This is an optimization exercise on Yosys and OpenROAD, whose aim is small area, a short achievable clock period and few clock cycles, not a production implementation.
Only simulation tests tie the RTL to the original design; equivalence was not proved.
Power figures rest on the tool's default switching activity, not on a simulated workload.

--- design.v ---
package ebv_pkg;
   localparam int unsigned ModBits     = 32;
   localparam int unsigned DigestBytes = 32;
   localparam int unsigned CountBits   = 6;
   localparam logic [CountBits-1:0] CountMax = 6'd63;
   localparam logic [ModBits-1:0] ModulusReset   = 32'd30803;
   localparam logic [ModBits-1:0] GeneratorReset = 32'd2;
   localparam logic [ModBits-1:0] PublicReset    = 32'd1;
   localparam logic [1:0] RegModulus   = 2'd0;
   localparam logic [1:0] RegGenerator = 2'd1;
   localparam logic [1:0] RegPublic    = 2'd2;
   localparam int unsigned MulK      = 4;
   localparam int unsigned MulCycles = 9;
   localparam int unsigned MontSteps = MulK * MulCycles;
   localparam logic [ModBits-1:0] R2Reset = 32'd27486;
endpackage
module ebv_modmul (
   input  logic        clock,
   input  logic        run,       
   input  logic [3:0]  a_dig,     
   input  logic [32:0] b,
   input  logic [31:0] modulus,
   input  logic [33:0] tp,        
   input  logic [3:0]  pinv,      
   input  logic [3:0]  ab_low,    
   output logic [32:0] res
);
   localparam int W = 40;
   logic [33:0] ss_ff, sc_ff;
   logic [7:0]  lo_ff;            
   logic        ci;
   logic [W-1:0] r_s, r_c, a0, a1, a2, a3, ql, qh;
   logic [W-1:0] e1s, e1c, e2s, e2c, e3s, e3c, es, ec;
   logic [W-1:0] f1s, f1c, os, oc;
   logic [3:0]  t, q;
   logic [1:0]  cy2;
   logic [33:0] sum;
   function automatic logic [2*W-1:0] csa(input logic [W-1:0] x, input logic [W-1:0] y,
                                          input logic [W-1:0] z);
      logic [W-1:0] s, c;
      s = x ^ y ^ z;
      c = {((x & y) | (x & z) | (y & z)), 1'b0};
      csa = {s, c};
   endfunction
   always_comb begin
      ci  = |lo_ff;
      r_s = W'(ss_ff);
      r_c = W'(sc_ff);
      a0  = a_dig[0] ? W'(b)      : '0;
      a1  = a_dig[1] ? W'(b) << 1 : '0;
      a2  = a_dig[2] ? W'(b) << 2 : '0;
      a3  = a_dig[3] ? W'(b) << 3 : '0;
      a1[0] = ci;
      unique case ({ss_ff[1:0], sc_ff[1:0], ab_low[1:0], ci})
         7'd0: {cy2, t[1:0]} = 4'd0;
         7'd1: {cy2, t[1:0]} = 4'd1;
         7'd2: {cy2, t[1:0]} = 4'd1;
         7'd3: {cy2, t[1:0]} = 4'd2;
         7'd4: {cy2, t[1:0]} = 4'd2;
         7'd5: {cy2, t[1:0]} = 4'd3;
         7'd6: {cy2, t[1:0]} = 4'd3;
         7'd7: {cy2, t[1:0]} = 4'd4;
         7'd8: {cy2, t[1:0]} = 4'd1;
         7'd9: {cy2, t[1:0]} = 4'd2;
         7'd10: {cy2, t[1:0]} = 4'd2;
         7'd11: {cy2, t[1:0]} = 4'd3;
         7'd12: {cy2, t[1:0]} = 4'd3;
         7'd13: {cy2, t[1:0]} = 4'd4;
         7'd14: {cy2, t[1:0]} = 4'd4;
         7'd15: {cy2, t[1:0]} = 4'd5;
         7'd16: {cy2, t[1:0]} = 4'd2;
         7'd17: {cy2, t[1:0]} = 4'd3;
         7'd18: {cy2, t[1:0]} = 4'd3;
         7'd19: {cy2, t[1:0]} = 4'd4;
         7'd20: {cy2, t[1:0]} = 4'd4;
         7'd21: {cy2, t[1:0]} = 4'd5;
         7'd22: {cy2, t[1:0]} = 4'd5;
         7'd23: {cy2, t[1:0]} = 4'd6;
         7'd24: {cy2, t[1:0]} = 4'd3;
         7'd25: {cy2, t[1:0]} = 4'd4;
         7'd26: {cy2, t[1:0]} = 4'd4;
         7'd27: {cy2, t[1:0]} = 4'd5;
         7'd28: {cy2, t[1:0]} = 4'd5;
         7'd29: {cy2, t[1:0]} = 4'd6;
         7'd30: {cy2, t[1:0]} = 4'd6;
         7'd31: {cy2, t[1:0]} = 4'd7;
         7'd32: {cy2, t[1:0]} = 4'd1;
         7'd33: {cy2, t[1:0]} = 4'd2;
         7'd34: {cy2, t[1:0]} = 4'd2;
         7'd35: {cy2, t[1:0]} = 4'd3;
         7'd36: {cy2, t[1:0]} = 4'd3;
         7'd37: {cy2, t[1:0]} = 4'd4;
         7'd38: {cy2, t[1:0]} = 4'd4;
         7'd39: {cy2, t[1:0]} = 4'd5;
         7'd40: {cy2, t[1:0]} = 4'd2;
         7'd41: {cy2, t[1:0]} = 4'd3;
         7'd42: {cy2, t[1:0]} = 4'd3;
         7'd43: {cy2, t[1:0]} = 4'd4;
         7'd44: {cy2, t[1:0]} = 4'd4;
         7'd45: {cy2, t[1:0]} = 4'd5;
         7'd46: {cy2, t[1:0]} = 4'd5;
         7'd47: {cy2, t[1:0]} = 4'd6;
         7'd48: {cy2, t[1:0]} = 4'd3;
         7'd49: {cy2, t[1:0]} = 4'd4;
         7'd50: {cy2, t[1:0]} = 4'd4;
         7'd51: {cy2, t[1:0]} = 4'd5;
         7'd52: {cy2, t[1:0]} = 4'd5;
         7'd53: {cy2, t[1:0]} = 4'd6;
         7'd54: {cy2, t[1:0]} = 4'd6;
         7'd55: {cy2, t[1:0]} = 4'd7;
         7'd56: {cy2, t[1:0]} = 4'd4;
         7'd57: {cy2, t[1:0]} = 4'd5;
         7'd58: {cy2, t[1:0]} = 4'd5;
         7'd59: {cy2, t[1:0]} = 4'd6;
         7'd60: {cy2, t[1:0]} = 4'd6;
         7'd61: {cy2, t[1:0]} = 4'd7;
         7'd62: {cy2, t[1:0]} = 4'd7;
         7'd63: {cy2, t[1:0]} = 4'd8;
         7'd64: {cy2, t[1:0]} = 4'd2;
         7'd65: {cy2, t[1:0]} = 4'd3;
         7'd66: {cy2, t[1:0]} = 4'd3;
         7'd67: {cy2, t[1:0]} = 4'd4;
         7'd68: {cy2, t[1:0]} = 4'd4;
         7'd69: {cy2, t[1:0]} = 4'd5;
         7'd70: {cy2, t[1:0]} = 4'd5;
         7'd71: {cy2, t[1:0]} = 4'd6;
         7'd72: {cy2, t[1:0]} = 4'd3;
         7'd73: {cy2, t[1:0]} = 4'd4;
         7'd74: {cy2, t[1:0]} = 4'd4;
         7'd75: {cy2, t[1:0]} = 4'd5;
         7'd76: {cy2, t[1:0]} = 4'd5;
         7'd77: {cy2, t[1:0]} = 4'd6;
         7'd78: {cy2, t[1:0]} = 4'd6;
         7'd79: {cy2, t[1:0]} = 4'd7;
         7'd80: {cy2, t[1:0]} = 4'd4;
         7'd81: {cy2, t[1:0]} = 4'd5;
         7'd82: {cy2, t[1:0]} = 4'd5;
         7'd83: {cy2, t[1:0]} = 4'd6;
         7'd84: {cy2, t[1:0]} = 4'd6;
         7'd85: {cy2, t[1:0]} = 4'd7;
         7'd86: {cy2, t[1:0]} = 4'd7;
         7'd87: {cy2, t[1:0]} = 4'd8;
         7'd88: {cy2, t[1:0]} = 4'd5;
         7'd89: {cy2, t[1:0]} = 4'd6;
         7'd90: {cy2, t[1:0]} = 4'd6;
         7'd91: {cy2, t[1:0]} = 4'd7;
         7'd92: {cy2, t[1:0]} = 4'd7;
         7'd93: {cy2, t[1:0]} = 4'd8;
         7'd94: {cy2, t[1:0]} = 4'd8;
         7'd95: {cy2, t[1:0]} = 4'd9;
         7'd96: {cy2, t[1:0]} = 4'd3;
         7'd97: {cy2, t[1:0]} = 4'd4;
         7'd98: {cy2, t[1:0]} = 4'd4;
         7'd99: {cy2, t[1:0]} = 4'd5;
         7'd100: {cy2, t[1:0]} = 4'd5;
         7'd101: {cy2, t[1:0]} = 4'd6;
         7'd102: {cy2, t[1:0]} = 4'd6;
         7'd103: {cy2, t[1:0]} = 4'd7;
         7'd104: {cy2, t[1:0]} = 4'd4;
         7'd105: {cy2, t[1:0]} = 4'd5;
         7'd106: {cy2, t[1:0]} = 4'd5;
         7'd107: {cy2, t[1:0]} = 4'd6;
         7'd108: {cy2, t[1:0]} = 4'd6;
         7'd109: {cy2, t[1:0]} = 4'd7;
         7'd110: {cy2, t[1:0]} = 4'd7;
         7'd111: {cy2, t[1:0]} = 4'd8;
         7'd112: {cy2, t[1:0]} = 4'd5;
         7'd113: {cy2, t[1:0]} = 4'd6;
         7'd114: {cy2, t[1:0]} = 4'd6;
         7'd115: {cy2, t[1:0]} = 4'd7;
         7'd116: {cy2, t[1:0]} = 4'd7;
         7'd117: {cy2, t[1:0]} = 4'd8;
         7'd118: {cy2, t[1:0]} = 4'd8;
         7'd119: {cy2, t[1:0]} = 4'd9;
         7'd120: {cy2, t[1:0]} = 4'd6;
         7'd121: {cy2, t[1:0]} = 4'd7;
         7'd122: {cy2, t[1:0]} = 4'd7;
         7'd123: {cy2, t[1:0]} = 4'd8;
         7'd124: {cy2, t[1:0]} = 4'd8;
         7'd125: {cy2, t[1:0]} = 4'd9;
         7'd126: {cy2, t[1:0]} = 4'd9;
         7'd127: {cy2, t[1:0]} = 4'd10;
         default: {cy2, t[1:0]} = 4'd0;
      endcase
      unique case ({ss_ff[3:2], sc_ff[3:2], ab_low[3:2], cy2})
         8'd0: t[3:2] = 2'd0;
         8'd1: t[3:2] = 2'd1;
         8'd2: t[3:2] = 2'd2;
         8'd3: t[3:2] = 2'd3;
         8'd4: t[3:2] = 2'd1;
         8'd5: t[3:2] = 2'd2;
         8'd6: t[3:2] = 2'd3;
         8'd7: t[3:2] = 2'd0;
         8'd8: t[3:2] = 2'd2;
         8'd9: t[3:2] = 2'd3;
         8'd10: t[3:2] = 2'd0;
         8'd11: t[3:2] = 2'd1;
         8'd12: t[3:2] = 2'd3;
         8'd13: t[3:2] = 2'd0;
         8'd14: t[3:2] = 2'd1;
         8'd15: t[3:2] = 2'd2;
         8'd16: t[3:2] = 2'd1;
         8'd17: t[3:2] = 2'd2;
         8'd18: t[3:2] = 2'd3;
         8'd19: t[3:2] = 2'd0;
         8'd20: t[3:2] = 2'd2;
         8'd21: t[3:2] = 2'd3;
         8'd22: t[3:2] = 2'd0;
         8'd23: t[3:2] = 2'd1;
         8'd24: t[3:2] = 2'd3;
         8'd25: t[3:2] = 2'd0;
         8'd26: t[3:2] = 2'd1;
         8'd27: t[3:2] = 2'd2;
         8'd28: t[3:2] = 2'd0;
         8'd29: t[3:2] = 2'd1;
         8'd30: t[3:2] = 2'd2;
         8'd31: t[3:2] = 2'd3;
         8'd32: t[3:2] = 2'd2;
         8'd33: t[3:2] = 2'd3;
         8'd34: t[3:2] = 2'd0;
         8'd35: t[3:2] = 2'd1;
         8'd36: t[3:2] = 2'd3;
         8'd37: t[3:2] = 2'd0;
         8'd38: t[3:2] = 2'd1;
         8'd39: t[3:2] = 2'd2;
         8'd40: t[3:2] = 2'd0;
         8'd41: t[3:2] = 2'd1;
         8'd42: t[3:2] = 2'd2;
         8'd43: t[3:2] = 2'd3;
         8'd44: t[3:2] = 2'd1;
         8'd45: t[3:2] = 2'd2;
         8'd46: t[3:2] = 2'd3;
         8'd47: t[3:2] = 2'd0;
         8'd48: t[3:2] = 2'd3;
         8'd49: t[3:2] = 2'd0;
         8'd50: t[3:2] = 2'd1;
         8'd51: t[3:2] = 2'd2;
         8'd52: t[3:2] = 2'd0;
         8'd53: t[3:2] = 2'd1;
         8'd54: t[3:2] = 2'd2;
         8'd55: t[3:2] = 2'd3;
         8'd56: t[3:2] = 2'd1;
         8'd57: t[3:2] = 2'd2;
         8'd58: t[3:2] = 2'd3;
         8'd59: t[3:2] = 2'd0;
         8'd60: t[3:2] = 2'd2;
         8'd61: t[3:2] = 2'd3;
         8'd62: t[3:2] = 2'd0;
         8'd63: t[3:2] = 2'd1;
         8'd64: t[3:2] = 2'd1;
         8'd65: t[3:2] = 2'd2;
         8'd66: t[3:2] = 2'd3;
         8'd67: t[3:2] = 2'd0;
         8'd68: t[3:2] = 2'd2;
         8'd69: t[3:2] = 2'd3;
         8'd70: t[3:2] = 2'd0;
         8'd71: t[3:2] = 2'd1;
         8'd72: t[3:2] = 2'd3;
         8'd73: t[3:2] = 2'd0;
         8'd74: t[3:2] = 2'd1;
         8'd75: t[3:2] = 2'd2;
         8'd76: t[3:2] = 2'd0;
         8'd77: t[3:2] = 2'd1;
         8'd78: t[3:2] = 2'd2;
         8'd79: t[3:2] = 2'd3;
         8'd80: t[3:2] = 2'd2;
         8'd81: t[3:2] = 2'd3;
         8'd82: t[3:2] = 2'd0;
         8'd83: t[3:2] = 2'd1;
         8'd84: t[3:2] = 2'd3;
         8'd85: t[3:2] = 2'd0;
         8'd86: t[3:2] = 2'd1;
         8'd87: t[3:2] = 2'd2;
         8'd88: t[3:2] = 2'd0;
         8'd89: t[3:2] = 2'd1;
         8'd90: t[3:2] = 2'd2;
         8'd91: t[3:2] = 2'd3;
         8'd92: t[3:2] = 2'd1;
         8'd93: t[3:2] = 2'd2;
         8'd94: t[3:2] = 2'd3;
         8'd95: t[3:2] = 2'd0;
         8'd96: t[3:2] = 2'd3;
         8'd97: t[3:2] = 2'd0;
         8'd98: t[3:2] = 2'd1;
         8'd99: t[3:2] = 2'd2;
         8'd100: t[3:2] = 2'd0;
         8'd101: t[3:2] = 2'd1;
         8'd102: t[3:2] = 2'd2;
         8'd103: t[3:2] = 2'd3;
         8'd104: t[3:2] = 2'd1;
         8'd105: t[3:2] = 2'd2;
         8'd106: t[3:2] = 2'd3;
         8'd107: t[3:2] = 2'd0;
         8'd108: t[3:2] = 2'd2;
         8'd109: t[3:2] = 2'd3;
         8'd110: t[3:2] = 2'd0;
         8'd111: t[3:2] = 2'd1;
         8'd112: t[3:2] = 2'd0;
         8'd113: t[3:2] = 2'd1;
         8'd114: t[3:2] = 2'd2;
         8'd115: t[3:2] = 2'd3;
         8'd116: t[3:2] = 2'd1;
         8'd117: t[3:2] = 2'd2;
         8'd118: t[3:2] = 2'd3;
         8'd119: t[3:2] = 2'd0;
         8'd120: t[3:2] = 2'd2;
         8'd121: t[3:2] = 2'd3;
         8'd122: t[3:2] = 2'd0;
         8'd123: t[3:2] = 2'd1;
         8'd124: t[3:2] = 2'd3;
         8'd125: t[3:2] = 2'd0;
         8'd126: t[3:2] = 2'd1;
         8'd127: t[3:2] = 2'd2;
         8'd128: t[3:2] = 2'd2;
         8'd129: t[3:2] = 2'd3;
         8'd130: t[3:2] = 2'd0;
         8'd131: t[3:2] = 2'd1;
         8'd132: t[3:2] = 2'd3;
         8'd133: t[3:2] = 2'd0;
         8'd134: t[3:2] = 2'd1;
         8'd135: t[3:2] = 2'd2;
         8'd136: t[3:2] = 2'd0;
         8'd137: t[3:2] = 2'd1;
         8'd138: t[3:2] = 2'd2;
         8'd139: t[3:2] = 2'd3;
         8'd140: t[3:2] = 2'd1;
         8'd141: t[3:2] = 2'd2;
         8'd142: t[3:2] = 2'd3;
         8'd143: t[3:2] = 2'd0;
         8'd144: t[3:2] = 2'd3;
         8'd145: t[3:2] = 2'd0;
         8'd146: t[3:2] = 2'd1;
         8'd147: t[3:2] = 2'd2;
         8'd148: t[3:2] = 2'd0;
         8'd149: t[3:2] = 2'd1;
         8'd150: t[3:2] = 2'd2;
         8'd151: t[3:2] = 2'd3;
         8'd152: t[3:2] = 2'd1;
         8'd153: t[3:2] = 2'd2;
         8'd154: t[3:2] = 2'd3;
         8'd155: t[3:2] = 2'd0;
         8'd156: t[3:2] = 2'd2;
         8'd157: t[3:2] = 2'd3;
         8'd158: t[3:2] = 2'd0;
         8'd159: t[3:2] = 2'd1;
         8'd160: t[3:2] = 2'd0;
         8'd161: t[3:2] = 2'd1;
         8'd162: t[3:2] = 2'd2;
         8'd163: t[3:2] = 2'd3;
         8'd164: t[3:2] = 2'd1;
         8'd165: t[3:2] = 2'd2;
         8'd166: t[3:2] = 2'd3;
         8'd167: t[3:2] = 2'd0;
         8'd168: t[3:2] = 2'd2;
         8'd169: t[3:2] = 2'd3;
         8'd170: t[3:2] = 2'd0;
         8'd171: t[3:2] = 2'd1;
         8'd172: t[3:2] = 2'd3;
         8'd173: t[3:2] = 2'd0;
         8'd174: t[3:2] = 2'd1;
         8'd175: t[3:2] = 2'd2;
         8'd176: t[3:2] = 2'd1;
         8'd177: t[3:2] = 2'd2;
         8'd178: t[3:2] = 2'd3;
         8'd179: t[3:2] = 2'd0;
         8'd180: t[3:2] = 2'd2;
         8'd181: t[3:2] = 2'd3;
         8'd182: t[3:2] = 2'd0;
         8'd183: t[3:2] = 2'd1;
         8'd184: t[3:2] = 2'd3;
         8'd185: t[3:2] = 2'd0;
         8'd186: t[3:2] = 2'd1;
         8'd187: t[3:2] = 2'd2;
         8'd188: t[3:2] = 2'd0;
         8'd189: t[3:2] = 2'd1;
         8'd190: t[3:2] = 2'd2;
         8'd191: t[3:2] = 2'd3;
         8'd192: t[3:2] = 2'd3;
         8'd193: t[3:2] = 2'd0;
         8'd194: t[3:2] = 2'd1;
         8'd195: t[3:2] = 2'd2;
         8'd196: t[3:2] = 2'd0;
         8'd197: t[3:2] = 2'd1;
         8'd198: t[3:2] = 2'd2;
         8'd199: t[3:2] = 2'd3;
         8'd200: t[3:2] = 2'd1;
         8'd201: t[3:2] = 2'd2;
         8'd202: t[3:2] = 2'd3;
         8'd203: t[3:2] = 2'd0;
         8'd204: t[3:2] = 2'd2;
         8'd205: t[3:2] = 2'd3;
         8'd206: t[3:2] = 2'd0;
         8'd207: t[3:2] = 2'd1;
         8'd208: t[3:2] = 2'd0;
         8'd209: t[3:2] = 2'd1;
         8'd210: t[3:2] = 2'd2;
         8'd211: t[3:2] = 2'd3;
         8'd212: t[3:2] = 2'd1;
         8'd213: t[3:2] = 2'd2;
         8'd214: t[3:2] = 2'd3;
         8'd215: t[3:2] = 2'd0;
         8'd216: t[3:2] = 2'd2;
         8'd217: t[3:2] = 2'd3;
         8'd218: t[3:2] = 2'd0;
         8'd219: t[3:2] = 2'd1;
         8'd220: t[3:2] = 2'd3;
         8'd221: t[3:2] = 2'd0;
         8'd222: t[3:2] = 2'd1;
         8'd223: t[3:2] = 2'd2;
         8'd224: t[3:2] = 2'd1;
         8'd225: t[3:2] = 2'd2;
         8'd226: t[3:2] = 2'd3;
         8'd227: t[3:2] = 2'd0;
         8'd228: t[3:2] = 2'd2;
         8'd229: t[3:2] = 2'd3;
         8'd230: t[3:2] = 2'd0;
         8'd231: t[3:2] = 2'd1;
         8'd232: t[3:2] = 2'd3;
         8'd233: t[3:2] = 2'd0;
         8'd234: t[3:2] = 2'd1;
         8'd235: t[3:2] = 2'd2;
         8'd236: t[3:2] = 2'd0;
         8'd237: t[3:2] = 2'd1;
         8'd238: t[3:2] = 2'd2;
         8'd239: t[3:2] = 2'd3;
         8'd240: t[3:2] = 2'd2;
         8'd241: t[3:2] = 2'd3;
         8'd242: t[3:2] = 2'd0;
         8'd243: t[3:2] = 2'd1;
         8'd244: t[3:2] = 2'd3;
         8'd245: t[3:2] = 2'd0;
         8'd246: t[3:2] = 2'd1;
         8'd247: t[3:2] = 2'd2;
         8'd248: t[3:2] = 2'd0;
         8'd249: t[3:2] = 2'd1;
         8'd250: t[3:2] = 2'd2;
         8'd251: t[3:2] = 2'd3;
         8'd252: t[3:2] = 2'd1;
         8'd253: t[3:2] = 2'd2;
         8'd254: t[3:2] = 2'd3;
         8'd255: t[3:2] = 2'd0;
         default: t[3:2] = 2'd0;
      endcase
      unique case ({pinv[3:1], t})
         7'd0: q = 4'd0;
         7'd1: q = 4'd1;
         7'd2: q = 4'd2;
         7'd3: q = 4'd3;
         7'd4: q = 4'd4;
         7'd5: q = 4'd5;
         7'd6: q = 4'd6;
         7'd7: q = 4'd7;
         7'd8: q = 4'd8;
         7'd9: q = 4'd9;
         7'd10: q = 4'd10;
         7'd11: q = 4'd11;
         7'd12: q = 4'd12;
         7'd13: q = 4'd13;
         7'd14: q = 4'd14;
         7'd15: q = 4'd15;
         7'd16: q = 4'd0;
         7'd17: q = 4'd3;
         7'd18: q = 4'd6;
         7'd19: q = 4'd9;
         7'd20: q = 4'd12;
         7'd21: q = 4'd15;
         7'd22: q = 4'd2;
         7'd23: q = 4'd5;
         7'd24: q = 4'd8;
         7'd25: q = 4'd11;
         7'd26: q = 4'd14;
         7'd27: q = 4'd1;
         7'd28: q = 4'd4;
         7'd29: q = 4'd7;
         7'd30: q = 4'd10;
         7'd31: q = 4'd13;
         7'd32: q = 4'd0;
         7'd33: q = 4'd5;
         7'd34: q = 4'd10;
         7'd35: q = 4'd15;
         7'd36: q = 4'd4;
         7'd37: q = 4'd9;
         7'd38: q = 4'd14;
         7'd39: q = 4'd3;
         7'd40: q = 4'd8;
         7'd41: q = 4'd13;
         7'd42: q = 4'd2;
         7'd43: q = 4'd7;
         7'd44: q = 4'd12;
         7'd45: q = 4'd1;
         7'd46: q = 4'd6;
         7'd47: q = 4'd11;
         7'd48: q = 4'd0;
         7'd49: q = 4'd7;
         7'd50: q = 4'd14;
         7'd51: q = 4'd5;
         7'd52: q = 4'd12;
         7'd53: q = 4'd3;
         7'd54: q = 4'd10;
         7'd55: q = 4'd1;
         7'd56: q = 4'd8;
         7'd57: q = 4'd15;
         7'd58: q = 4'd6;
         7'd59: q = 4'd13;
         7'd60: q = 4'd4;
         7'd61: q = 4'd11;
         7'd62: q = 4'd2;
         7'd63: q = 4'd9;
         7'd64: q = 4'd0;
         7'd65: q = 4'd9;
         7'd66: q = 4'd2;
         7'd67: q = 4'd11;
         7'd68: q = 4'd4;
         7'd69: q = 4'd13;
         7'd70: q = 4'd6;
         7'd71: q = 4'd15;
         7'd72: q = 4'd8;
         7'd73: q = 4'd1;
         7'd74: q = 4'd10;
         7'd75: q = 4'd3;
         7'd76: q = 4'd12;
         7'd77: q = 4'd5;
         7'd78: q = 4'd14;
         7'd79: q = 4'd7;
         7'd80: q = 4'd0;
         7'd81: q = 4'd11;
         7'd82: q = 4'd6;
         7'd83: q = 4'd1;
         7'd84: q = 4'd12;
         7'd85: q = 4'd7;
         7'd86: q = 4'd2;
         7'd87: q = 4'd13;
         7'd88: q = 4'd8;
         7'd89: q = 4'd3;
         7'd90: q = 4'd14;
         7'd91: q = 4'd9;
         7'd92: q = 4'd4;
         7'd93: q = 4'd15;
         7'd94: q = 4'd10;
         7'd95: q = 4'd5;
         7'd96: q = 4'd0;
         7'd97: q = 4'd13;
         7'd98: q = 4'd10;
         7'd99: q = 4'd7;
         7'd100: q = 4'd4;
         7'd101: q = 4'd1;
         7'd102: q = 4'd14;
         7'd103: q = 4'd11;
         7'd104: q = 4'd8;
         7'd105: q = 4'd5;
         7'd106: q = 4'd2;
         7'd107: q = 4'd15;
         7'd108: q = 4'd12;
         7'd109: q = 4'd9;
         7'd110: q = 4'd6;
         7'd111: q = 4'd3;
         7'd112: q = 4'd0;
         7'd113: q = 4'd15;
         7'd114: q = 4'd14;
         7'd115: q = 4'd13;
         7'd116: q = 4'd12;
         7'd117: q = 4'd11;
         7'd118: q = 4'd10;
         7'd119: q = 4'd9;
         7'd120: q = 4'd8;
         7'd121: q = 4'd7;
         7'd122: q = 4'd6;
         7'd123: q = 4'd5;
         7'd124: q = 4'd4;
         7'd125: q = 4'd3;
         7'd126: q = 4'd2;
         7'd127: q = 4'd1;
         default: q = 4'd0;
      endcase
      unique case (q[1:0])
         2'd0:    ql = '0;
         2'd1:    ql = W'(modulus);
         2'd2:    ql = W'(modulus) << 1;
         default: ql = W'(tp);
      endcase
      unique case (q[3:2])
         2'd0:    qh = '0;
         2'd1:    qh = W'(modulus) << 2;
         2'd2:    qh = W'(modulus) << 3;
         default: qh = W'(tp) << 2;
      endcase
      {e1s, e1c} = csa(r_s, r_c, a0);
      {e2s, e2c} = csa(a1, a2, a3);
      {e3s, e3c} = csa(e1s, e1c, e2s);
      {es, ec}   = csa(e3s, e3c, e2c);
      {f1s, f1c} = csa(es, ec, ql);
      {os, oc}   = csa(f1s, f1c, qh);
      sum = ss_ff + sc_ff + {33'd0, ci};
      res = sum[32:0];
   end
   always_ff @(posedge clock) begin
      if (run) begin
         ss_ff <= os[37:4];
         sc_ff <= oc[37:4];
         lo_ff <= {os[3:0], oc[3:0]};
      end else begin
         ss_ff <= '0;
         sc_ff <= '0;
         lo_ff <= '0;
      end
   end
endmodule
module ebv_seq (
   input  logic                              clock,
   input  logic                              reset,
   input  logic [31:0]                       modulus,
   input  logic [31:0]                       generator,
   input  logic [31:0]                       public_value,
   input  logic                              mod_write,
   input  logic                              pub_write,
   input  logic                              req_valid,
   output logic                              req_ready,
   input  logic [72:0]                       req_data,
   output logic                              rsp_valid,
   input  logic                              rsp_ready,
   output logic [2:0]                        rsp_data
);
   localparam int C = ebv_pkg::MulCycles;
   localparam logic [4:0] S_IDLE = 5'd0,  S_R2C  = 5'd1,  S_CHK  = 5'd2,  S_LDR2 = 5'd3,
                          S_CVY  = 5'd4,  S_CVR  = 5'd5,  S_CVG  = 5'd6,  S_GSQ  = 5'd7,
                          S_GMUL = 5'd8,  S_GRED = 5'd9,  S_CVYR = 5'd11,
                          S_YTOP = 5'd12, S_YLD  = 5'd13, S_YSQ  = 5'd14, S_YMUL = 5'd15,
                          S_YRED = 5'd16, S_DONE = 5'd17, S_CMP  = 5'd18, S_CHKS = 5'd19,
                          S_CHKD = 5'd20;
   localparam logic [2:0] A_ACC = 3'd0, A_Y = 3'd1, A_R = 3'd2, A_G = 3'd3, A_ONE = 3'd4,
                          A_BG = 3'd5, A_BY = 3'd6, A_TAB = 3'd7;
   logic [4:0]  state_ff, state_in, follow_ff, follow;
   logic [3:0]  cnt_ff, cnt_in;
   logic [32:0] acc_ff, acc_in;
   logic [32:0] by_ff, br_ff, byr_ff, bg_ff;
   logic [31:0] r2_ff;
   logic [33:0] tp_ff;
   logic [3:0]  pinv, a_dig_ff, a_dig_in, ab_low_ff;
   logic        dirty_ff;
   logic        yok_ff;           
   logic [4:0]  ei_ff, ei_in;
   logic [2:0]  hi_ff, hi_in;
   logic [1:0]  tsel_ff;
   logic        hb_ff, hz_ff, nz_ff, rlt_ff, slt_ff, sm1_ff, ok_ff;
   logic [ebv_pkg::CountBits-1:0] count_ff;
   logic        run_ff, rv_ff;
   logic [2:0]  out_ff;
   logic [7:0]  h_in;
   logic [31:0] r_in, s_in;
   logic        last_in, rs_bit, accept;
   logic        mm, mm_last, all_v, acc_mm;
   logic [2:0]  asel_in, asel_cur;
   logic [3:0]  a_mid, a_first, acc_low_in;
   logic [32:0] tab, mres, a_src;
   logic [35:0] a_ext;
   logic [34:0] red_d;
   logic [32:0] red;
   logic [ebv_pkg::CountBits-1:0] count_inc;
   assign h_in    = req_data[72:65];
   assign r_in    = req_data[64:33];
   assign s_in    = req_data[32:1];
   assign last_in = req_data[0];
   assign rs_bit   = r_in[ei_ff] | s_in[ei_ff];
   assign mm = (state_ff == S_CVY) || (state_ff == S_CVR) || (state_ff == S_CVG) ||
               (state_ff == S_GSQ) || (state_ff == S_GMUL) || (state_ff == S_CVYR) ||
               (state_ff == S_YSQ) || (state_ff == S_YMUL);
   assign acc_mm = (state_ff == S_CVG) || (state_ff == S_GSQ) || (state_ff == S_GMUL) ||
                   (state_ff == S_YSQ) || (state_ff == S_YMUL);
   assign mm_last = (cnt_ff == 4'(C));
   always_comb begin
      unique case ((state_ff == S_GRED) ? 2'b01 : tsel_ff)
         2'b10:   tab = by_ff;
         2'b01:   tab = br_ff;
         default: tab = byr_ff;
      endcase
   end
   ebv_modmul u_mul (
      .clock   (clock),
      .run     (mm && !mm_last),
      .a_dig   (a_dig_ff),
      .b       (acc_ff),
      .modulus (modulus),
      .tp      (tp_ff),
      .pinv    (pinv),
      .ab_low  (ab_low_ff),
      .res     (mres)
   );
   always_comb begin
      unique case (modulus[3:1])
         3'd0: pinv = 4'd15;
         3'd1: pinv = 4'd5;
         3'd2: pinv = 4'd3;
         3'd3: pinv = 4'd9;
         3'd4: pinv = 4'd7;
         3'd5: pinv = 4'd13;
         3'd6: pinv = 4'd11;
         default: pinv = 4'd1;
      endcase
   end
   assign red_d = {2'b00, acc_ff} - {3'b000, modulus};
   assign red   = red_d[34] ? acc_ff : red_d[32:0];
   assign count_inc = (count_ff < ebv_pkg::CountMax) ? count_ff + 1'b1 : count_ff;
   assign all_v     = run_ff && ok_ff;
   assign req_ready = (state_ff == S_DONE) && !rv_ff;
   assign accept    = req_valid && req_ready;
   assign rsp_valid = rv_ff;
   assign rsp_data  = out_ff;
   always_comb begin
      unique case (state_ff)
         S_CVY:   follow = S_CVR;
         S_CVR:   follow = S_CVG;
         S_CVG:   follow = (hz_ff || hi_ff == 3'd0) ? S_GRED : S_GSQ;
         S_GSQ:   follow = hb_ff ? S_GMUL : ((hi_ff == 3'd0) ? S_GRED : S_GSQ);
         S_GMUL:  follow = (hi_ff == 3'd0) ? S_GRED : S_GSQ;
         S_CVYR:  follow = S_YTOP;
         S_YSQ:   follow = (tsel_ff != 2'b00) ? S_YMUL : ((ei_ff == 5'd0) ? S_YRED : S_YSQ);
         S_YMUL:  follow = (ei_ff == 5'd0) ? S_YRED : S_YSQ;
         default: follow = S_IDLE;
      endcase
   end
   always_comb begin
      state_in = state_ff;
      cnt_in   = (mm && !mm_last) ? cnt_ff + 4'd1 : 4'd0;
      acc_in   = acc_ff;
      ei_in    = ei_ff;
      hi_in    = hi_ff;
      if ((state_ff == S_CHK) || (state_ff == S_CHKS) || (state_ff == S_CHKD) ||
          (state_ff == S_LDR2) || (state_ff == S_CVY) || (state_ff == S_CVR)) begin
         if (!h_in[hi_ff] && hi_ff != 3'd0) hi_in = hi_ff - 3'd1;
      end
      if ((state_ff == S_CHK) || (state_ff == S_CHKS) || (state_ff == S_CHKD) ||
          (state_ff == S_LDR2) || (state_ff == S_CVY) || (state_ff == S_CVR) || (state_ff == S_CVG) ||
          (state_ff == S_GRED) || (state_ff == S_CVYR) || (state_ff == S_YTOP)) begin
         if (!rs_bit && ei_ff != 5'd0) ei_in = ei_ff - 5'd1;
      end
      if (mm && mm_last) begin
         state_in = follow_ff;
         if (acc_mm) acc_in = mres;
         if (follow_ff == S_GSQ) hi_in = hi_ff - 3'd1;
         if (follow_ff == S_YSQ) ei_in = ei_ff - 5'd1;
      end
      unique case (state_ff)
         S_IDLE: begin
            if (dirty_ff) begin
               {hi_in, ei_in} = 8'd0;
               acc_in   = 33'd2;
               state_in = S_R2C;
            end else begin
               ei_in = 5'd31;
               hi_in = 3'd7;
               if (req_valid) begin
                  acc_in   = {1'b0, r_in};
                  state_in = S_CHK;
               end
            end
         end
         S_R2C: begin
            acc_in = {red[31:0], 1'b0};
            {hi_in, ei_in} = {hi_ff, ei_ff} + 8'd1;
            if ({hi_ff, ei_ff} == 8'(2 * ebv_pkg::MontSteps - 1)) state_in = S_IDLE;
            if (mod_write) state_in = S_IDLE;
         end
         S_CHK: begin
            acc_in   = {1'b0, s_in};
            state_in = S_CHKS;
         end
         S_CHKS: state_in = S_CHKD;
         S_CHKD: state_in = (nz_ff && rlt_ff && slt_ff && !sm1_ff) ? S_LDR2 : S_DONE;
         S_LDR2: begin
            acc_in   = {1'b0, r2_ff};
            state_in = yok_ff ? S_CVR : S_CVY;
         end
         S_GRED: begin
            acc_in   = tab;
            state_in = S_CVYR;
         end
         S_YTOP: if (tsel_ff != 2'b00) state_in = S_YLD;
         S_YLD: begin
            acc_in = tab;
            if (ei_ff == 5'd0) state_in = S_YRED;
            else begin
               ei_in    = ei_ff - 5'd1;
               state_in = S_YSQ;
            end
         end
         S_YRED: begin
            acc_in   = red;
            state_in = S_CMP;
         end
         S_CMP: state_in = S_DONE;
         S_DONE: if (accept) state_in = S_IDLE;
         default: ;
      endcase
   end
   always_comb begin
      acc_low_in = acc_ff[3:0];
      if (mm && mm_last && acc_mm) acc_low_in = mres[3:0];
      unique case (state_ff)
         S_LDR2:         acc_low_in = r2_ff[3:0];
         S_GRED, S_YLD:  acc_low_in = tab[3:0];
         default: ;
      endcase
   end
   function automatic logic [3:0] mul4(input logic [3:0] x, input logic [3:0] y);
      logic t1, t2, t3, c1;
      t1 = x[2] & y[0];
      t2 = x[1] & y[1];
      t3 = x[0] & y[2];
      c1 = x[1] & y[0] & x[0] & y[1];
      mul4[0] = x[0] & y[0];
      mul4[1] = (x[1] & y[0]) ^ (x[0] & y[1]);
      mul4[2] = t1 ^ t2 ^ t3 ^ c1;
      mul4[3] = (x[3] & y[0]) ^ (x[2] & y[1]) ^ (x[1] & y[2]) ^ (x[0] & y[3]) ^
                (t1 & t2) ^ (t1 & t3) ^ (t1 & c1) ^ (t2 & t3) ^ (t2 & c1) ^ (t3 & c1);
   endfunction
   function automatic logic [2:0] asel_of(input logic [4:0] st, input logic hz);
      unique case (st)
         S_CVY:   asel_of = A_Y;
         S_CVR:   asel_of = A_R;
         S_CVG:   asel_of = hz ? A_ONE : A_G;
         S_GMUL:  asel_of = A_BG;
         S_CVYR:  asel_of = A_BY;
         S_YMUL:  asel_of = A_TAB;
         default: asel_of = A_ACC;
      endcase
   endfunction
   always_comb begin
      asel_cur = asel_of(state_ff, hz_ff);
      unique case (state_ff)
         S_LDR2:  asel_in = yok_ff ? A_R : A_Y;
         S_GRED:  asel_in = A_BY;
         default: asel_in = (mm && mm_last) ? asel_of(follow_ff, hz_ff) : A_ACC;
      endcase
      unique case (asel_cur)
         A_Y:     a_src = {1'b0, public_value};
         A_R:     a_src = br_ff;
         A_G:     a_src = {1'b0, generator};
         A_ONE:   a_src = 33'd1;
         A_BG:    a_src = bg_ff;
         A_BY:    a_src = by_ff;
         A_TAB:   a_src = tab;
         default: a_src = acc_ff;
      endcase
      a_ext   = 36'(a_src);
      unique case (cnt_ff)
         4'd0:    a_mid = a_ext[7:4];
         4'd1:    a_mid = a_ext[11:8];
         4'd2:    a_mid = a_ext[15:12];
         4'd3:    a_mid = a_ext[19:16];
         4'd4:    a_mid = a_ext[23:20];
         4'd5:    a_mid = a_ext[27:24];
         4'd6:    a_mid = a_ext[31:28];
         4'd7:    a_mid = a_ext[35:32];
         default: a_mid = 4'd0;
      endcase
      unique case (asel_in)
         A_Y:     a_first = public_value[3:0];
         A_R:     a_first = br_ff[3:0];
         A_G:     a_first = generator[3:0];
         A_ONE:   a_first = 4'd1;
         A_BG:    a_first = bg_ff[3:0];
         A_BY:    a_first = by_ff[3:0];
         A_TAB:   a_first = tab[3:0];
         default: a_first = acc_low_in;
      endcase
      a_dig_in = (mm && !mm_last) ? a_mid : a_first;
   end
   always_ff @(posedge clock) begin
      if (reset) begin
         state_ff <= S_IDLE;
         dirty_ff <= 1'b0;
         yok_ff   <= 1'b0;
         r2_ff    <= ebv_pkg::R2Reset;
         count_ff <= '0;
         run_ff   <= 1'b1;
         rv_ff    <= 1'b0;
      end else begin
         state_ff <= state_in;
         if (mod_write || pub_write) yok_ff <= 1'b0;
         else if (mm && mm_last && state_ff == S_CVY) yok_ff <= 1'b1;
         if (mod_write) dirty_ff <= 1'b1;
         else if (state_ff == S_R2C && state_in == S_IDLE) dirty_ff <= 1'b0;
         if (state_ff == S_R2C && {hi_ff, ei_ff} == 8'(2 * ebv_pkg::MontSteps - 1))
            r2_ff <= red[31:0];
         if (rv_ff && rsp_ready) rv_ff <= 1'b0;
         if (accept) begin
            rv_ff <= 1'b1;
            if (last_in) begin
               count_ff <= '0;
               run_ff   <= 1'b1;
            end else begin
               count_ff <= count_inc;
               run_ff   <= all_v;
            end
         end
      end
      cnt_ff    <= cnt_in;
      follow_ff <= follow;
      acc_ff    <= acc_in;
      a_dig_ff  <= a_dig_in;
      ab_low_ff <= mul4(a_dig_in, acc_low_in);
      ei_ff     <= ei_in;
      hi_ff     <= hi_in;
      tsel_ff   <= {r_in[ei_ff], s_in[ei_ff]};
      hb_ff     <= h_in[hi_ff];
      hz_ff     <= (hi_ff == 3'd0) && !h_in[0];
      tp_ff     <= {2'b00, modulus} + {1'b0, modulus, 1'b0};
      nz_ff     <= (modulus >= 32'd3) && (r_in != 32'd0) && (s_in != 32'd0);
      rlt_ff    <= (state_ff == S_CHKS) ? rlt_ff : red_d[34];
      slt_ff    <= red_d[34];
      sm1_ff    <= &red_d;
      if (mm && mm_last && state_ff == S_CVR) br_ff <= mres;
      else if (state_ff == S_CHK) br_ff <= {1'b0, r_in};
      if (mm && mm_last && state_ff == S_CVY) by_ff <= mres;
      if (mm && mm_last && state_ff == S_CVYR) byr_ff <= mres;
      if (mm && mm_last && state_ff == S_CVG) bg_ff <= mres;
      else if (state_ff == S_GRED) bg_ff <= red;
      if (state_ff == S_CHKD) ok_ff <= 1'b0;
      if (state_ff == S_CMP) ok_ff <= (acc_ff == bg_ff);
      if (accept) begin
         out_ff[2] <= ok_ff;
         out_ff[0] <= last_in;
         out_ff[1] <= last_in ? (all_v && (count_inc == ebv_pkg::CountBits'(ebv_pkg::DigestBytes)))
                              : all_v;
      end
   end
endmodule
module elgamal_byte_verifier_top (
   input  logic                              clock,
   input  logic                              reset,
   input  logic                              req_valid,
   output logic                              req_ready,
   input  logic [72:0]                       req_data,
   output logic                              rsp_valid,
   input  logic                              rsp_ready,
   output logic [2:0]                        rsp_data,
   input  logic                              psel,
   input  logic                              penable,
   input  logic                              pwrite,
   input  logic [3:0]                        paddr,
   input  logic [31:0]                       pwdata,
   output logic [31:0]                       prdata,
   output logic                              pready
);
   logic [ebv_pkg::ModBits-1:0] mod_ff, gen_ff, pub_ff;
   logic                        wr_en;
   assign pready = 1'b1;
   assign wr_en  = psel && penable && pwrite && (paddr[1:0] == 2'b00);
   always_ff @(posedge clock) begin
      if (reset) begin
         mod_ff <= ebv_pkg::ModulusReset;
         gen_ff <= ebv_pkg::GeneratorReset;
         pub_ff <= ebv_pkg::PublicReset;
      end else if (wr_en) begin
         if (paddr[3:2] == ebv_pkg::RegModulus)   mod_ff <= pwdata;
         if (paddr[3:2] == ebv_pkg::RegGenerator) gen_ff <= pwdata;
         if (paddr[3:2] == ebv_pkg::RegPublic)    pub_ff <= pwdata;
      end
   end
   always_comb begin
      unique case (paddr[3:2])
         ebv_pkg::RegModulus:   prdata = mod_ff;
         ebv_pkg::RegGenerator: prdata = gen_ff;
         ebv_pkg::RegPublic:    prdata = pub_ff;
         default:               prdata = '0;
      endcase
   end
   ebv_seq u_seq (
      .clock        (clock),
      .reset        (reset),
      .modulus      (mod_ff),
      .generator    (gen_ff),
      .public_value (pub_ff),
      .mod_write    (wr_en && !reset && (paddr[3:2] == ebv_pkg::RegModulus)),
      .pub_write    (wr_en && !reset && (paddr[3:2] == ebv_pkg::RegPublic)),
      .req_valid    (req_valid),
      .req_ready    (req_ready),
      .req_data     (req_data),
      .rsp_valid    (rsp_valid),
      .rsp_ready    (rsp_ready),
      .rsp_data     (rsp_data)
   );
endmodule
--- run.sh ---
#!/bin/bash
# synth_recipe.tcl (not shown) runs the flow's synth.tcl, then flattens the netlist and writes it again
# the make line also repeats each setting of config.mk as NAME=value (left out here)
make -C /OpenROAD-flow-scripts/flow DESIGN_CONFIG=/design/flow/config.mk WORK_HOME=/design/flow/orfs CLKGATE_MAP_FILE= SYNTH_SCRIPT=/design/flow/synth_recipe.tcl finish
--- config.mk ---
export PLATFORM = sky130hd
export DESIGN_NAME = elgamal_byte_verifier_top
export DESIGN_NICKNAME = elgamal_byte_verifier_top
export VERILOG_FILES = /design/flow/design.v
export SDC_FILE = /design/flow/constraint.sdc
export NUM_CORES = 4
export LEC_CHECK = 0
export CAP_MARGIN = 30
export CORE_MARGIN = 2
export CORE_UTILIZATION = 60
export SETUP_SLACK_MARGIN = 3.2
export SLEW_MARGIN = 30
--- constraint.sdc ---
create_clock -name core_clock -period 8.0 [get_ports {clock}]
set_input_delay 1.6000 -clock core_clock [delete_from_list [all_inputs] [get_ports {clock}]]
set_output_delay 1.6000 -clock core_clock [all_outputs]
set_load 0.01 [all_outputs]
==> run_results.csv, run 1 <==
group,metric,value,unit
logic_synthesis,synth_area_per_cell,8.77,µm²
final_layout,fin_util,68.1,%
place,placed_area,36900,µm²
logic_synthesis,synth-xor-area-share,3.72,%
drt,drtIter0Drc,4400,
power,comb_power_share,65.9,%
logic_synthesis,synth-adder-area-share,17.2,%
timing,period_needed,4.75,ns
setup_path,cp.arrival,3.15,ns
global_routing,grt_use_total,44.1,%
setup_path,end_kind,"output port",
drt,drc_errors,0,
timing,slew_violations,0,
timing,rsz0062_at_grt,"false",
clocking,cts_made_buffers,51,
timing,hold_viol,0,
timing,worst_pin_slew,0.988,ns
place,pre_cts_ws,2.56,ns
hold_path,holdPathStages,2,
floorplanning,num_io_pins,154,
hold_path,min_path_type,"reg2reg",
drt,ant_nets,0,
setup_path,r2r_cells,15,
power,power.total,17.1,mW
floorplanning,core-area,57500,µm²
floorplanning,die_height,244,µm
status,outcome,"no timing/DRC/antenna violations",
power,p_clk_share,14.8,%
timing,finalSetupViolCount,0,
global_routing,antenna_found_initial,5,
final_layout,final_area,39200,µm²
logic_synthesis,synthSimpleGateAreaFrac,16.9,%
run,cap_violations,0,
timing,fin_ws,3.25,ns
global_routing,first_global_vias,31700,
setup_path,path_max_fanout,35,
timing,holdWs,0.458,ns
final_layout,final_common_cell,"nand2_1",
logic_synthesis,ys_seq_area_share,30.0,%
clocking,cts.sinks,452,
drt,drt_pass1_iterations,8,
logic_synthesis,synthArstFlopShare,0,%
drt,wl_per_cell,28.1,µm
logic_synthesis,yosysWarnings,3,
clocking,clkTransAtPathRegs,0.06,ns
place,place_hpwl,98800,µm
logic_synthesis,synthMuxAreaShare,7.34,%
setup_path,reg2reg_slack,3.31,ns
logic_synthesis,synth.net_count,4430,
setup_path,crit_type,"in2out",
power,p_leak,15.4,nW
setup_path,start_kind,"primary input",
timing,final.setup_skew,0.0248,ns
clocking,h-tree-depth,2,
final_layout,final_cell_mix,"nand2_1 (525), dfxtp_1 (309), inv_1 (297)",
clocking,cts_tree,"yes",
logic_synthesis,syn-cell-area,34700,µm²
floorplanning,start_util,60.4,%
place,dp.cells,4699,
setup_path,cp.required,6.40,ns
power,pwr-share-seq,19.3,%
power,vdd_drop_max,0.000702,V
floorplanning,die_x,244,µm
setup_path,max_stage_delay,0.60,ns
logic_synthesis,synthFlopType,"dfxtp_1",
drt,num_vias,32900,
logic_synthesis,synth_edf_count,137,
global_routing,grt_pass1_wl,197000,µm
logic_synthesis,synth.distinct_cells,90,
timing,fmax,0.210,GHz
drt,drt-total-wl,135000,µm
power,power_density,437,nW/µm²
floorplanning,dieArea,59800,µm²
drt,via_per_inst,6.84,
timing,max-slew-margin-rel,32.3,%
clocking,clockBufferDepth,3,
global_routing,grt_overflow,0,
final_layout,area_growth,12.9,%
clocking,insertion_delay,0.65,ns
timing,fin_setup_tns,0,ns
place,io_buffers,152,
logic_synthesis,synth_cells,3958,
final_layout,instances_no_fill,4808,
setup_path,crit_slowest_cell,"clkdlybuf4s50_1",
clocking,root_buffer,"clkbuf_16",
timing,min_period_over_period,59.4,%
power,swShare,49.2,%
floorplanning,num_rows,88,
clocking,ctsHoldBuffers,0,
logic_synthesis,synth_compound_area_share,18.9,%
logic_synthesis,synth_seq_cells,452,
final_layout,drive_above_1_share,8.04,%
global_routing,grt_max_degree,82,
final_layout,nNetsFinal,4472,
setup_path,path_cells,"clkdlybuf4s15_2, buf_4, o21ai_0, clkdlybuf4s50_1",
power,p_sw,8.42,mW
power,p_int,8.69,mW
logic_synthesis,synth_top_family_by_area,"compound AO/OA/AOI/OAI gates",
place,place_congestion,1.03,
[cell families (layout without fill, tap and decap cells)]
kind of cell,Yosys count,after routing
AO/OA/AOI/OAI,1002,1003
XOR/XNOR,146,146
adder cells (fa/ha/maj),356,356
buffers and inverters,542,624
flip-flops,452,452
multiplexers,223,223
other,1,3
AND/OR/NAND/NOR,1236,1236
[final timing paths]
kind | start | endpoint
max | paddr[3] | prdata[6]
max reg2reg | u_seq.state_ff[4]$_SDFF_PP0_ | u_seq.ab_low_ff[3]$_DFF_P_
min | u_seq.r2_ff[10]$_SDFFE_PP0P_ | u_seq.r2_ff[10]$_SDFFE_PP0P_
min reg2reg | u_seq.r2_ff[10]$_SDFFE_PP0P_ | u_seq.r2_ff[10]$_SDFFE_PP0P_
[sequential cells by signal, indices dropped and copies added (netlist names), 5 cells and up]
| signal | cells |
|---|---|
| u_seq.tp_ff | 34 |
| u_seq.u_mul.sc_ff | 34 |
| u_seq.acc_ff | 33 |
| u_seq.bg_ff | 33 |
| u_seq.br_ff | 33 |
| u_seq.by_ff | 33 |
| u_seq.byr_ff | 33 |
| u_seq.u_mul.ss_ff | 33 |
| gen_ff | 32 |
| mod_ff | 32 |
| pub_ff | 32 |
| u_seq.r2_ff | 32 |
| u_seq.count_ff | 6 |
| u_seq.u_mul.lo_ff | 6 |
| u_seq.ei_ff | 5 |
| u_seq.follow_ff | 5 |
| u_seq.state_ff | 5 |
[power by group through the flow]
stage	Clock [mW]	Combinational (mW)	Sequential (mW)
2_1_floorplan	0	7.58	2.91
3_3_place_gp	0	9.77	3.30
3_5_place_dp	0	10.2	3.31
4_1_cts	2.53	10.4	3.26
5_1_grt	2.61	12.3	3.30
6_report	2.54	11.3	3.31
[routing by layer]
layer  GRT usage (%)  vias up  wire [µm]
met2            68.6     2430      59600
met5               0        -         42
li1                -    14000          -
met1            53.1    15800      47500
met4            35.4        6      13100
met3            9.46      670      15000
[synth_stat cells, types with 106 or more instances]
cell type  instances  share of area, %
nand2_1          528               5.7
edfxtp_1         137                12
nor2_1           211               2.3
and2_1           199               3.6
mux2i_1          169               4.9
inv_1            300               3.2
clkbuf_1         203               2.2
a21oi_1          295               4.3
ha_1             156               5.6
o21ai_0          213               3.1
fa_1             200                12
xnor2_1          106               2.7
dfxtp_1          315                18
[cell type report]
| type | instances | area, µm² |
|---|---|---|
| multi-input combinational | 2965 | 22700 |
| fill | 4621 | 18300 |
| sequential | 452 | 10400 |
| timing repair buffer | 228 | 2220 |
| clock buffer | 71 | 1430 |
| inverter | 302 | 1130 |
| tap | 765 | 957 |
| clock inverter | 23 | 313 |
| antenna | 2 | 5.00 |
[worst max-delay path, delay by kind of cell]
kind	cells	cell delay, ns
AO/OA/AOI/OAI	1	0.36
buffers and inverters	3	1.17
[repair_timing]
item	4_1_cts	5_1_grt
gates resized for setup	33	50
cloned	1	3
pin swaps	2	10
endpoints found under the setup margin	165	141
setup buffers	1	8
Testbench counts, summed over its fixed seeds: cycles 339,608.
==> run 2: changes to the inputs <==
--- a/config.mk
+++ b/config.mk
@@ -8,5 +8,5 @@
 export CAP_MARGIN = 30
 export CORE_MARGIN = 2
-export CORE_UTILIZATION = 60
-export SETUP_SLACK_MARGIN = 3.2
+export CORE_UTILIZATION = 40
+export SETUP_SLACK_MARGIN = 3.0
 export SLEW_MARGIN = 30
==> run 2 against run 1 <==
  * Count of clock-buffer cells in the layout did not move
  * Synthesized cell count did not move
  * Clock skew decreased by 0.0020 ns
  * Cell count rose by 8.0%
  * Power fell by 4.2%
  * Register-to-register slack lost 0.27 ns
  * Worst hold slack is essentially flat
  * Combinational power shrank 8%
  * Synthesized area did not move
  * Critical path depth is 13 higher
  * Sequential power barely moved
  * Clock power increased by 4%
  * Largest cell class unchanged
==> run_results.csv, run 2 <==
group,metric,value,unit
setup_path,rr_startpoint,"u_seq.state_ff[0]$_SDFF_PP0_",
final_layout,area_growth,14.1,%
final_layout,drive_above_1_share,7.55,%
hold_path,hold_path.startpoint,"u_seq.r2_ff[22]$_SDFFE_PP0P_",
timing,min_period_over_period,61.9,%
setup_path,crit_slowest_cell,"o31ai_1",
logic_synthesis,syn-cell-area,34700,µm²
setup_path,r2r-end,"u_seq.ab_low_ff[3]$_DFF_P_",
logic_synthesis,synth_seq_cells,452,
clocking,root_buffer,"clkbuf_16",
power,p_leak,15.4,nW
global_routing,met1_usage,36.4,%
run,cap_violations,0,
power,vdd_drop_max,0.000547,V
setup_path,end_kind,"flip-flop",
drt,drc_errors,0,
floorplanning,die_x,299,µm
global_routing,first_global_vias,29900,
setup_path,reg2reg_slack,3.04,ns
drt,via_per_inst,5.99,
setup_path,path_common_cell,"nand2_1",
place,placed_area,37400,µm²
setup_path,crit_family,"compound AO/OA/AOI/OAI gates",
timing,fin_ws,3.04,ns
timing,worst_pin_slew,1.08,ns
floorplanning,die_height,299,µm
clocking,h-tree-depth,2,
setup_path,crit_type,"reg2reg",
drt,num_vias,31100,
logic_synthesis,synth_cells,3958,
logic_synthesis,synth_top_area_share,18.2,%
timing,hold_viol,0,
setup_path,max_stage_delay,0.65,ns
final_layout,nNetsFinal,4465,
timing,slew_violations,0,
hold_path,min_to,"u_seq.r2_ff[22]$_SDFFE_PP0P_",
floorplanning,num_io_pins,154,
logic_synthesis,synth_edf_count,137,
final_layout,fin_util,45.8,%
floorplanning,dieArea,89100,µm²
final_layout,fill_cells,8401,
timing,fin_setup_tns,0,ns
global_routing,grt_max_degree,80,
drt,wl_per_cell,25.1,µm
clocking,cts_tree,"yes",
place,place_congestion,0.942,
logic_synthesis,synthTopCellsByArea,"dfxtp_1 (18%), edfxtp_1 (12%), fa_1 (12%), nand2_1 (5.7%), ha_1 (5.6%)",
place,io_buffers,152,
timing,final.setup_skew,0.0229,ns
final_layout,final_area,39600,µm²
hold_path,holdPathStages,2,
clocking,clockBufferDepth,3,
floorplanning,start_util,40.2,%
logic_synthesis,yosysWarnings,3,
logic_synthesis,synth.net_count,4430,
drt,drt-total-wl,131000,µm
place,place_hpwl,98400,µm
setup_path,cp.arrival,5.47,ns
timing,max-slew-margin-rel,27.7,%
drt,drt_pass1_iterations,9,
timing,fmax,0.202,GHz
place,pre_cts_ws,2.20,ns
logic_synthesis,synthFlopType,"dfxtp_1",
logic_synthesis,synth_area_per_cell,8.77,µm²
final_layout,top_regs,"u_seq.tp_ff x34, u_seq.u_mul.sc_ff x34",
setup_path,path_max_fanout,31,
clocking,cts_made_buffers,54,
clocking,clkTransAtPathRegs,0.06,ns
drt,ant_nets,0,
setup_path,path_cells,"buf_4, nor2b_2, nand2_1, nand2_1, ha_1, clkinvlp_4, buf_16, o21ai_0, nor2_1, a221oi_1, a31oi_1, or4_1, o31ai_1, o21ai_0, nand2_1, xnor3_1, xnor2_1",
logic_synthesis,synthTopCellsByCount,"nand2_1 (528), dfxtp_1 (315), inv_1 (300), a21oi_1 (295), o21ai_0 (213)",
timing,period_needed,4.96,ns
logic_synthesis,yosysMostFrequentCell,"nand2_1",
power,power_density,414,nW/µm²
clocking,cts.sinks,452,
logic_synthesis,synth.distinct_cells,90,
hold_path,min_path_type,"reg2reg",
global_routing,grt_use_total,28.8,%
setup_path,start_kind,"flip-flop",
floorplanning,num_rows,108,
drt,drtIter0Drc,3342,
floorplanning,core-area,86300,µm²
global_routing,grt_overflow,0,
global_routing,busiest_layer,"met2",
logic_synthesis,synthArstFlopShare,0,%
global_routing,antenna_found_initial,3,
logic_synthesis,ys_seq_area_share,30.0,%
setup_path,r2r_cells,17,
timing,finalSetupViolCount,0,
timing,rsz0062_at_grt,"false",
setup_path,cp.required,8.52,ns
logic_synthesis,synth.largest_area_cell,"dfxtp_1",
setup_path,critPathBufInv,3,
global_routing,use_met2,46.8,%
final_layout,final_common_cell,"nand2_1",
status,outcome,"no timing/DRC/antenna violations",
global_routing,grt_util_met3,4.33,%
final_layout,final_cell_mix,"nand2_1 (525), dfxtp_1 (310), inv_1 (297)",
clocking,ctsHoldBuffers,0,
clocking,insertion_delay,0.63,ns
global_routing,grt_pass1_wl,194000,µm
## run 2: where the power goes
group	switching (mW)	leakage, nW	total, mW	internal, mW
combinational	6.24	10.7	10.4	4.18
clock	1.09	0.907	2.63	1.54
sequential	0.616	3.83	3.34	2.72
total	7.95	15.4	16.4	8.44
## run 2: worst max path at each step
stage                                     from                                to  slack, ns  cells past startpoint
2_1_floorplan     u_seq.state_ff[4]$_SDFF_PP0_         u_seq.yok_ff$_SDFFE_PP0P_       3.01                      5
3_3_place_gp                          paddr[3]                        prdata[30]       1.86                      7
3_5_place_dp                          paddr[3]                        prdata[30]       2.20                      7
4_1_cts                mod_ff[13]$_SDFFE_PP1P_           u_seq.acc_ff[7]$_DFF_P_       3.01                     13
5_1_grt        u_seq.u_mul.lo_ff[5]$_SDFF_PN0_  u_seq.u_mul.ss_ff[29]$_SDFF_PN0_       2.99                     18
6_report          u_seq.state_ff[0]$_SDFF_PP0_        u_seq.ab_low_ff[3]$_DFF_P_       3.04                     17
## run 2: cell families (layout without fill, tap and decap cells)
group / after synthesis / after routing / share of synthesized area [%]
other cells: 1 / 2 / 0.0108
mux: 223 / 223 / 7.34
buf+inv: 542 / 622 / 5.94
simple gates: 1236 / 1237 / 16.9
fa+ha+maj: 356 / 356 / 17.2
flops: 452 / 452 / 30.0
compound gates: 1002 / 1002 / 18.9
xor+xnor: 146 / 146 / 3.72
## run 2: area by class of cell
class	instances	area, µm²	area share [%]
Multi-Input combinational cell	2965	22500	57.0
Sequential cell	452	10400	26.3
Tap cell	1155	1450	3.65
Clock buffer	71	1490	3.76
Antenna cell	1	2.50	0.00632
Timing Repair Buffer	218	2160	5.46
Inverter	302	1140	2.87
Clock inverter	31	375	0.948
## run 2: worst register-to-register path: stages (launching register included)
cell and delay, ns:
dfxtp_1 0.31, buf_4 0.30, nor2b_2 0.30, nand2_1 0.23, nand2_1 0.16, ha_1 0.22
clkinvlp_4 0.29, buf_16 0.26, o21ai_0 0.28, nor2_1 0.10, a221oi_1 0.23, a31oi_1 0.22
or4_1 0.53, o31ai_1 0.65, o21ai_0 0.27, nand2_1 0.14, xnor3_1 0.23, xnor2_1 0.13
## run 2: per-stage QoR
step	hold slack, ns	power (mW)	std cells
3_3_place_gp	0.443	13.2	5083
5_1_grt	0.469	17.7	5194
2_1_floorplan	0.429	10.5	3958
4_1_cts	0.455	16.1	5191
3_5_place_dp	0.447	13.3	5083
6_report	0.457	16.4	5195
## run 2: routing by layer
layer	vias to the layer above	share of wire, %
met5	-	0.021
met4	4	7.1
met3	380	7.9
met2	1490	46
met1	15200	39
li1	14000	-
## run 2: repair_timing
action | CTS | global route
pin swaps | 1 | 2
gates cloned | 2 | 0
gates resized for setup | 25 | 31
buffers inserted | 4 | 2
setup endpoints to repair | 138 | 153

[separate check: timing with driven ports]
In the flow no input, the clock included, has a driving cell. The finished layouts below were timed again as built, in two steps. Step 1 assumes that a clkbuf_16 drives the clock port and a buf_2 every other input. Step 2 also shifts input and output timing later by t, the mid clock arrival at the registers, as if the neighbouring blocks saw the same clock. a / b / c = ideal ports / drivers / drivers and shift; a / b = the first two.
| run | t, ns | setup slack, ns | worst setup path after step 2 |
|---|---|---|---|
| run 1 | 0.697 | 3.246 / 3.221 / 3.221 | input to output |
| run 2 | 0.694 | 3.045 / 3.020 / 3.020 | input to output |
After both steps every run listed still meets setup and hold.
